Context: an optimization exercise on an open-source flow, tuned for a short achievable clock period and few clock cycles. The choices shown serve that exercise and are no tape-out recipe.
Function was checked by simulation only, so behaviour that the tests miss may differ from the original.
Power figures rest on the tool's default switching activity, not on a simulated workload.

==> build 79: inputs <==
Design infix_expression_evaluator, start of the top module:
module infix_expression_evaluator #(
	parameter int STACK_DEPTH = 16,
	parameter int VALUE_WIDTH = 32
) (
	input  wire logic        clk,
	input  wire logic        arst_n,
	input  wire logic        start,
	output logic             busy,
	input  wire logic [7:0]  symbol,
	input  wire logic        last,
	output logic             done,
	output logic [31:0]      value,
	output logic [1:0]       status
);
export LEC_CHECK = 0
export ABC_CLOCK_PERIOD_IN_PS = 1500
export CAP_MARGIN = 20
export CORE_MARGIN = 2
export CORE_UTILIZATION = 55
export SETUP_SLACK_MARGIN = 5
export SLEW_MARGIN = 20
create_clock -name core_clock -period 9.0 [get_ports {clk}]
standard.sh (not shown) runs the stock make flow with config.mk's settings and CLKGATE_MAP_FILE= SYNTH_SCRIPT=/design/flow/synth_recipe.tcl, a recipe that flattens the netlist after the stock synthesis.
==> flow/flow/run.sh <==
#!/bin/bash
set -o pipefail
bash standard.sh SETUP_SLACK_MARGIN=5.6 MAX_REPAIR_ANTENNAS_ITER_DRT=12 MAX_REPAIR_ANTENNAS_ITER_GRT=12 finish > standard_flow.log 2>&1
==> inputs of build 92, as changes to build 79 <==
--- a/flow/design.v
+++ b/flow/design.v
@@ -291,14 +291,15 @@
 	logic [31:0]      t0_q, t1_q, t2_q;
 	logic [13*32-1:0] m_q;
 	logic [16*3-1:0]  o_q;
 	logic [16:1]      opd_t, opr_t;    
 	logic [2:0]       ok_q;            
 	logic [1:0]       err_q;
 	logic             fin_q, ab_q;
+	logic             sv_q;            
 	logic opd_empty, opd_lt2, opd_full, opr_empty, opr_full;
 	logic o_open, o_md, o_sub;
 	assign opd_empty = ~opd_t[1];
 	assign opd_lt2   = ~opd_t[2];
 	assign opd_full  = opd_t[16];
 	assign opr_empty = ~opr_t[1];
 	assign opr_full  = opr_t[16];
@@ -340,18 +341,18 @@
 			end
 		end else if (!fin_q) begin
 			if (hv_q) begin
 				if (err_q != ST_OK) begin
 					pop_head = 1'b1;
 					set_fin  = h_last;
 				end else if (need_red) begin
-					pop_op = 1'b1;
+					pop_op = opd_lt2 | o_md | sv_q;
 					if (opd_lt2) set_err = 1'b1;
 					else if (o_md) a_start = 1'b1;
-					else red_as = 1'b1;
+					else red_as = sv_q;
 				end else begin
 					pop_head = 1'b1;
 					set_fin  = h_last;
 					if (h_dig) begin
 						if (opd_full) set_err = 1'b1;
 						else push_dig = 1'b1;
 					end else if (h_as | h_md | h_open) begin
@@ -365,19 +366,19 @@
 						err_val = ST_BADCHAR;
 					end
 				end
 			end
 		end else begin
 			if (err_q != ST_OK) emit = ~res_v;
 			else if (!opr_empty) begin
-				pop_op = 1'b1;
+				pop_op = o_open | opd_lt2 | o_md | sv_q;
 				if (o_open) ;
 				else if (opd_lt2) set_err = 1'b1;
 				else if (o_md) a_start = 1'b1;
-				else red_as = 1'b1;
+				else red_as = sv_q;
 			end else begin
 				emit    = ~res_v;
 				em_st   = opd_empty ? ST_STACK : ST_OK;
 				em_zero = opd_empty;
 			end
 		end
 	end
@@ -385,15 +386,19 @@
 		if (!arst_n) begin
 			opd_t <= '0;
 			opr_t <= '0;
 			err_q <= ST_OK;
 			fin_q <= 1'b0;
 			ab_q  <= 1'b0;
 			res_v <= 1'b0;
+			sv_q  <= 1'b0;
+			mw_v_q <= 1'b0;
 		end else begin
+			mw_v_q <= push_dig & opd_t[3];
+			sv_q <= ~(push_dig | red_as | wb);
 			if (emit) begin
 				opd_t <= '0;
 				opr_t <= '0;
 				err_q <= ST_OK;
 				fin_q <= 1'b0;
 			end else begin
 				if (push_dig) opd_t <= {opd_t[15:1], 1'b1};
@@ -405,34 +410,46 @@
 			end
 			if (a_start) ab_q <= 1'b1;
 			else if (a_done) ab_q <= 1'b0;
 			if (emit) res_v <= 1'b1;
 			else if (take) res_v <= 1'b0;
 		end
 	end
-	logic [31:0] sum, dif;
+	logic [31:0] sum, dif, sum_q, dif_q;
 	logic        co_s, co_d;
 	iee_add #(.W(32)) u_sum (.a(t1_q), .b(t0_q), .cin(1'b0), .s(sum), .cout(co_s));
 	iee_add #(.W(32)) u_dif (.a(t1_q), .b(~t0_q), .cin(1'b1), .s(dif), .cout(co_d));
+	logic [12:0] mw_sel_q, mr_sel;
+	logic        mw_v_q;
+	logic [31:0] mw_q;
+	for (genvar k = 0; k < 12; k++) begin : g_mr
+		assign mr_sel[k] = opd_t[k+4] & ~opd_t[k+5];
+	end
+	assign mr_sel[12] = opd_t[16];
 	logic [31:0] m_rd;
 	always_comb begin
 		m_rd = '0;
-		for (int k = 0; k < 12; k++) m_rd = m_rd | (m_q[k*32 +: 32] & {32{opd_t[k+4] & ~opd_t[k+5]}});
-		m_rd = m_rd | (m_q[12*32 +: 32] & {32{opd_t[16]}});
+		for (int k = 0; k < 13; k++) m_rd = m_rd | (m_q[k*32 +: 32] & {32{mr_sel[k]}});
+		if (mw_v_q && |(mw_sel_q & mr_sel)) m_rd = mw_q;
 	end
 	always_ff @(posedge clk) begin
+		sum_q <= sum;
+		dif_q <= dif;
 		t0_q <= ({28'd0, h_code} & {32{push_dig}}) | (a_res & {32{wb}})
-		      | (dif & {32{red_as & o_sub}}) | (sum & {32{red_as & ~o_sub}})
+		      | (dif_q & {32{red_as & o_sub}}) | (sum_q & {32{red_as & ~o_sub}})
 		      | (t0_q & {32{~push_dig & ~red_as & ~wb}});
 		t1_q <= (t0_q & {32{push_dig}}) | (t2_q & {32{red_as | wb}})
 		      | (t1_q & {32{~push_dig & ~red_as & ~wb}});
 		t2_q <= (t1_q & {32{push_dig}}) | (m_rd & {32{red_as | wb}})
 		      | (t2_q & {32{~push_dig & ~red_as & ~wb}});
-		for (int k = 0; k < 13; k++)
-			if (push_dig && opd_t[k+3] && !opd_t[k+4]) m_q[k*32 +: 32] <= t2_q;
+		for (int k = 0; k < 13; k++) begin
+			mw_sel_q[k] <= opd_t[k+3] & ~opd_t[k+4];
+			if (mw_v_q && mw_sel_q[k]) m_q[k*32 +: 32] <= mw_q;
+		end
+		mw_q <= t2_q;
 		if (push_op) begin
 			o_q  <= {o_q[15*3-1:0], h_op};
 			ok_q <= okind(h_op);
 		end else if (pop_op) begin
 			o_q[15*3-1:0] <= o_q[16*3-1:3];
 			ok_q <= okind(o_q[5:3]);
 		end
@@ -457,15 +474,14 @@
 	input  wire logic [N-1:0]  full1,    
 	output logic               busy,
 	output logic [N-1:0]       wr,       
 	output logic [5:0]         wr_code   
 );
 	logic          acc;
 	logic          in_v_q;
-	logic [7:0]    in_sym_q;
 	logic          in_last_q;
 	logic [NB-1:0] in_tgt_q, tgt_q;
 	logic          b_same, b_same1, b_next;
 	assign acc = start & ~busy;
 	assign b_same  = full0[tgt_q];
 	assign b_same1 = full1[tgt_q];
 	logic [NB-1:0] tgt_nx;
@@ -480,30 +496,30 @@
 		end else begin
 			busy     <= acc ? (last ? b_next : b_same1) : b_same;
 			in_v_q   <= acc;
 			in_tgt_q <= tgt_q;
 			if (acc && last) tgt_q <= tgt_nx;
 		end
 	end
-	always_ff @(posedge clk) begin
-		in_sym_q  <= symbol;
-		in_last_q <= last;
-	end
-	logic [4:0] code;
+	logic [4:0] code, code_q;
 	always_comb begin
 		code = 5'b10000;
-		if (in_sym_q >= 8'd48 && in_sym_q <= 8'd57) code = {1'b0, in_sym_q[3:0]};
-		else if (in_sym_q == 8'd43) code = {1'b0, iee_pkg::CC_ADD};
-		else if (in_sym_q == 8'd45) code = {1'b0, iee_pkg::CC_SUB};
-		else if (in_sym_q == 8'd42) code = {1'b0, iee_pkg::CC_MUL};
-		else if (in_sym_q == 8'd47) code = {1'b0, iee_pkg::CC_DIV};
-		else if (in_sym_q == 8'd40) code = {1'b0, iee_pkg::CC_OPEN};
-		else if (in_sym_q == 8'd41) code = {1'b0, iee_pkg::CC_CLOSE};
+		if (symbol >= 8'd48 && symbol <= 8'd57) code = {1'b0, symbol[3:0]};
+		else if (symbol == 8'd43) code = {1'b0, iee_pkg::CC_ADD};
+		else if (symbol == 8'd45) code = {1'b0, iee_pkg::CC_SUB};
+		else if (symbol == 8'd42) code = {1'b0, iee_pkg::CC_MUL};
+		else if (symbol == 8'd47) code = {1'b0, iee_pkg::CC_DIV};
+		else if (symbol == 8'd40) code = {1'b0, iee_pkg::CC_OPEN};
+		else if (symbol == 8'd41) code = {1'b0, iee_pkg::CC_CLOSE};
+	end
+	always_ff @(posedge clk) begin
+		code_q    <= code;
+		in_last_q <= last;
 	end
-	assign wr_code = {in_last_q, code};
+	assign wr_code = {in_last_q, code_q};
 	always_comb begin
 		for (int n = 0; n < N; n++) wr[n] = in_v_q && (in_tgt_q == NB'(n));
 	end
 endmodule
 `default_nettype wire
 `default_nettype none
 module infix_expression_evaluator #(
==> inputs of build 62, as changes to build 79 <==
--- a/flow/design.v
+++ b/flow/design.v
@@ -46,18 +46,23 @@
 	logic        dz_q, neg_q, prev_q, mdone_q, sub_q;
 	logic [31:0] x_q, m_q, acc_q, pp_q, r_q, cs_q, cc_q, q_q;
 	logic [7:0]  f_q;
 	logic [5:0]  cnt_q;
 	logic [32:0] trial;
 	logic [31:0] acc_sum;
 	logic        co0, co1;
-	iee_add #(.W(33)) u_trial (
-		.a({r_q, x_q[31]}), .b({m_q[31], m_q} ^ {33{sub_q}}), .cin(sub_q),
-		.s(trial), .cout(co0)
+	logic [32:0] t_add, t_sub;
+	logic        co5;
+	iee_add #(.W(33)) u_tadd (
+		.a({r_q, x_q[31]}), .b({m_q[31], m_q}), .cin(1'b0), .s(t_add), .cout(co0)
 	);
+	iee_add #(.W(33)) u_tsub (
+		.a({r_q, x_q[31]}), .b(~{m_q[31], m_q}), .cin(1'b1), .s(t_sub), .cout(co5)
+	);
+	assign trial = sub_q ? t_sub : t_add;
 	iee_add #(.W(32)) u_acc (.a(cs_q), .b(cc_q), .cin(1'b0), .s(acc_sum), .cout(co1));
 	logic [31:0] nx, ninc, nres, nq, nqinc;
 	logic [7:0]  nall, nqall;
 	logic [8:0]  ncy;
 	assign nx = ~x_q;
 	assign nq = ~q_q;
 	for (genvar k = 0; k < 8; k++) begin : g_neg
@@ -291,14 +296,15 @@
 	logic [31:0]      t0_q, t1_q, t2_q;
 	logic [13*32-1:0] m_q;
 	logic [16*3-1:0]  o_q;
 	logic [16:1]      opd_t, opr_t;    
 	logic [2:0]       ok_q;            
 	logic [1:0]       err_q;
 	logic             fin_q, ab_q;
+	logic             sv_q;            
 	logic opd_empty, opd_lt2, opd_full, opr_empty, opr_full;
 	logic o_open, o_md, o_sub;
 	assign opd_empty = ~opd_t[1];
 	assign opd_lt2   = ~opd_t[2];
 	assign opd_full  = opd_t[16];
 	assign opr_empty = ~opr_t[1];
 	assign opr_full  = opr_t[16];
@@ -340,18 +346,18 @@
 			end
 		end else if (!fin_q) begin
 			if (hv_q) begin
 				if (err_q != ST_OK) begin
 					pop_head = 1'b1;
 					set_fin  = h_last;
 				end else if (need_red) begin
-					pop_op = 1'b1;
+					pop_op = opd_lt2 | o_md | sv_q;
 					if (opd_lt2) set_err = 1'b1;
 					else if (o_md) a_start = 1'b1;
-					else red_as = 1'b1;
+					else red_as = sv_q;
 				end else begin
 					pop_head = 1'b1;
 					set_fin  = h_last;
 					if (h_dig) begin
 						if (opd_full) set_err = 1'b1;
 						else push_dig = 1'b1;
 					end else if (h_as | h_md | h_open) begin
@@ -365,19 +371,19 @@
 						err_val = ST_BADCHAR;
 					end
 				end
 			end
 		end else begin
 			if (err_q != ST_OK) emit = ~res_v;
 			else if (!opr_empty) begin
-				pop_op = 1'b1;
+				pop_op = o_open | opd_lt2 | o_md | sv_q;
 				if (o_open) ;
 				else if (opd_lt2) set_err = 1'b1;
 				else if (o_md) a_start = 1'b1;
-				else red_as = 1'b1;
+				else red_as = sv_q;
 			end else begin
 				emit    = ~res_v;
 				em_st   = opd_empty ? ST_STACK : ST_OK;
 				em_zero = opd_empty;
 			end
 		end
 	end
@@ -385,15 +391,19 @@
 		if (!arst_n) begin
 			opd_t <= '0;
 			opr_t <= '0;
 			err_q <= ST_OK;
 			fin_q <= 1'b0;
 			ab_q  <= 1'b0;
 			res_v <= 1'b0;
+			sv_q  <= 1'b0;
+			mw_v_q <= 1'b0;
 		end else begin
+			mw_v_q <= push_dig & opd_t[3];
+			sv_q <= ~(push_dig | red_as | wb);
 			if (emit) begin
 				opd_t <= '0;
 				opr_t <= '0;
 				err_q <= ST_OK;
 				fin_q <= 1'b0;
 			end else begin
 				if (push_dig) opd_t <= {opd_t[15:1], 1'b1};
@@ -405,34 +415,46 @@
 			end
 			if (a_start) ab_q <= 1'b1;
 			else if (a_done) ab_q <= 1'b0;
 			if (emit) res_v <= 1'b1;
 			else if (take) res_v <= 1'b0;
 		end
 	end
-	logic [31:0] sum, dif;
+	logic [31:0] sum, dif, sum_q, dif_q;
 	logic        co_s, co_d;
 	iee_add #(.W(32)) u_sum (.a(t1_q), .b(t0_q), .cin(1'b0), .s(sum), .cout(co_s));
 	iee_add #(.W(32)) u_dif (.a(t1_q), .b(~t0_q), .cin(1'b1), .s(dif), .cout(co_d));
+	logic [12:0] mw_sel_q, mr_sel;
+	logic        mw_v_q;
+	logic [31:0] mw_q;
+	for (genvar k = 0; k < 12; k++) begin : g_mr
+		assign mr_sel[k] = opd_t[k+4] & ~opd_t[k+5];
+	end
+	assign mr_sel[12] = opd_t[16];
 	logic [31:0] m_rd;
 	always_comb begin
 		m_rd = '0;
-		for (int k = 0; k < 12; k++) m_rd = m_rd | (m_q[k*32 +: 32] & {32{opd_t[k+4] & ~opd_t[k+5]}});
-		m_rd = m_rd | (m_q[12*32 +: 32] & {32{opd_t[16]}});
+		for (int k = 0; k < 13; k++) m_rd = m_rd | (m_q[k*32 +: 32] & {32{mr_sel[k]}});
+		if (mw_v_q && |(mw_sel_q & mr_sel)) m_rd = mw_q;
 	end
 	always_ff @(posedge clk) begin
+		sum_q <= sum;
+		dif_q <= dif;
 		t0_q <= ({28'd0, h_code} & {32{push_dig}}) | (a_res & {32{wb}})
-		      | (dif & {32{red_as & o_sub}}) | (sum & {32{red_as & ~o_sub}})
+		      | (dif_q & {32{red_as & o_sub}}) | (sum_q & {32{red_as & ~o_sub}})
 		      | (t0_q & {32{~push_dig & ~red_as & ~wb}});
 		t1_q <= (t0_q & {32{push_dig}}) | (t2_q & {32{red_as | wb}})
 		      | (t1_q & {32{~push_dig & ~red_as & ~wb}});
 		t2_q <= (t1_q & {32{push_dig}}) | (m_rd & {32{red_as | wb}})
 		      | (t2_q & {32{~push_dig & ~red_as & ~wb}});
-		for (int k = 0; k < 13; k++)
-			if (push_dig && opd_t[k+3] && !opd_t[k+4]) m_q[k*32 +: 32] <= t2_q;
+		for (int k = 0; k < 13; k++) begin
+			mw_sel_q[k] <= opd_t[k+3] & ~opd_t[k+4];
+			if (mw_v_q && mw_sel_q[k]) m_q[k*32 +: 32] <= mw_q;
+		end
+		mw_q <= t2_q;
 		if (push_op) begin
 			o_q  <= {o_q[15*3-1:0], h_op};
 			ok_q <= okind(h_op);
 		end else if (pop_op) begin
 			o_q[15*3-1:0] <= o_q[16*3-1:3];
 			ok_q <= okind(o_q[5:3]);
 		end
@@ -457,15 +479,14 @@
 	input  wire logic [N-1:0]  full1,    
 	output logic               busy,
 	output logic [N-1:0]       wr,       
 	output logic [5:0]         wr_code   
 );
 	logic          acc;
 	logic          in_v_q;
-	logic [7:0]    in_sym_q;
 	logic          in_last_q;
 	logic [NB-1:0] in_tgt_q, tgt_q;
 	logic          b_same, b_same1, b_next;
 	assign acc = start & ~busy;
 	assign b_same  = full0[tgt_q];
 	assign b_same1 = full1[tgt_q];
 	logic [NB-1:0] tgt_nx;
@@ -480,30 +501,30 @@
 		end else begin
 			busy     <= acc ? (last ? b_next : b_same1) : b_same;
 			in_v_q   <= acc;
 			in_tgt_q <= tgt_q;
 			if (acc && last) tgt_q <= tgt_nx;
 		end
 	end
-	always_ff @(posedge clk) begin
-		in_sym_q  <= symbol;
-		in_last_q <= last;
-	end
-	logic [4:0] code;
+	logic [4:0] code, code_q;
 	always_comb begin
 		code = 5'b10000;
-		if (in_sym_q >= 8'd48 && in_sym_q <= 8'd57) code = {1'b0, in_sym_q[3:0]};
-		else if (in_sym_q == 8'd43) code = {1'b0, iee_pkg::CC_ADD};
-		else if (in_sym_q == 8'd45) code = {1'b0, iee_pkg::CC_SUB};
-		else if (in_sym_q == 8'd42) code = {1'b0, iee_pkg::CC_MUL};
-		else if (in_sym_q == 8'd47) code = {1'b0, iee_pkg::CC_DIV};
-		else if (in_sym_q == 8'd40) code = {1'b0, iee_pkg::CC_OPEN};
-		else if (in_sym_q == 8'd41) code = {1'b0, iee_pkg::CC_CLOSE};
+		if (symbol >= 8'd48 && symbol <= 8'd57) code = {1'b0, symbol[3:0]};
+		else if (symbol == 8'd43) code = {1'b0, iee_pkg::CC_ADD};
+		else if (symbol == 8'd45) code = {1'b0, iee_pkg::CC_SUB};
+		else if (symbol == 8'd42) code = {1'b0, iee_pkg::CC_MUL};
+		else if (symbol == 8'd47) code = {1'b0, iee_pkg::CC_DIV};
+		else if (symbol == 8'd40) code = {1'b0, iee_pkg::CC_OPEN};
+		else if (symbol == 8'd41) code = {1'b0, iee_pkg::CC_CLOSE};
+	end
+	always_ff @(posedge clk) begin
+		code_q    <= code;
+		in_last_q <= last;
 	end
-	assign wr_code = {in_last_q, code};
+	assign wr_code = {in_last_q, code_q};
 	always_comb begin
 		for (int n = 0; n < N; n++) wr[n] = in_v_q && (in_tgt_q == NB'(n));
 	end
 endmodule
 `default_nettype wire
 `default_nettype none
 module infix_expression_evaluator #(
CORE_UTILIZATION = 68   (was 55)
PLACE_DENSITY = 0.78   (was not set)
==> reports/qor_table.md <==
| Step | Parameter | Reported |
| --- | --- | --- |
| run status | Run status | finished clean |
| pwr | Worst ir drop on vdd | 0.000211 V |
| die | Core Box Area | 0.467 mm^2 |
| final layout | Most used cells in the layout excluding fill and tap cells | 3324 x sky130_fd_sc_hd__edfxtp_1, 2042 x sky130_fd_sc_hd__nand2_1, 1691 x sky130_fd_sc_hd__dfxtp_1 |
| placement | Final weighted congestion of routability-driven global placement | 0.943 |
| worst setup path | Number of cell instances on the worst register-to-register path | 15 |
| sta | Max-slew headroom | 14.3% |
| yosys | Area fraction in compound gates after synthesis | 14.2% |
That was build 92.
==> reports/qor_table.md <==
| Step | Parameter | Reported |
| --- | --- | --- |
| run status | Run status | finished clean |
| placement | Final weighted congestion of routability-driven global placement | 0.946 |
| worst setup path | Number of cell instances on the worst register-to-register path | 17 |
| die | Core Box Area | 0.448 mm^2 |
| pwr | Worst ir drop on vdd | 0.000238 V |
| yosys | Area fraction in compound gates after synthesis | 14.8% |
| final layout | Most used cells in the layout excluding fill and tap cells | 3324 x sky130_fd_sc_hd__edfxtp_1, 2687 x sky130_fd_sc_hd__nand2_1, 1347 x sky130_fd_sc_hd__nor2_1 |
That was build 79.
==> reports/qor_table.md <==
| Step | Parameter | Reported |
| --- | --- | --- |
| run status | Run status | finished clean |
| pwr | Worst ir drop on vdd | 0.000272 V |
| yosys | Area fraction in compound gates after synthesis | 15.0% |
| placement | Final weighted congestion of routability-driven global placement | 0.976 |
| sta | Max-slew headroom | 10.4% |
That was build 62.
Testbench counts of build 79, summed over its fixed seeds: cycles 25,140.
Testbench counts of build 92, summed over its fixed seeds: cycles 25,172.
Testbench counts of build 62, summed over its fixed seeds: cycles 25,172.

-- separate check: timing with driven ports --
No port has a modelled driver above. Below, the same layouts with a new extraction and two added sets of constraints.
Step 1 sets driving cells, clkbuf_16 on the clock port and buf_2 on the other inputs (assumed; they add their load-dependent delay and slew).
Step 2, shift: input delay + t, output delay - t, t = (earliest + latest rising clock arrival at the registers) / 2. This alone moves slack from input paths to output paths.
Three values: ideal, step 1, step 2; two values: the first two.
run	shift t [ns]	setup WS [ns]	hold WS [ns]	slew at the worst register clock pin (ns)	cell pins on the clock port's net
build 79	1.208	5.412 / 5.389 / 5.211	0.451 / 0.451 / 0.451	0.07 / 0.07	1
build 92	1.188	5.531 / 5.414 / 5.191	0.360 / 0.360 / 0.360	0.07 / 0.07	1
build 62	1.179	5.538 / 5.419 / 5.364	0.363 / 0.363 / 0.363	0.07 / 0.07	1
After both steps setup and hold are still met in every run listed. For build 92, which loses most, drivers alone change the setup slack by -0.117 ns; drivers and shift together by -0.340 ns. The worst setup slack also covers recovery checks on asynchronous resets.
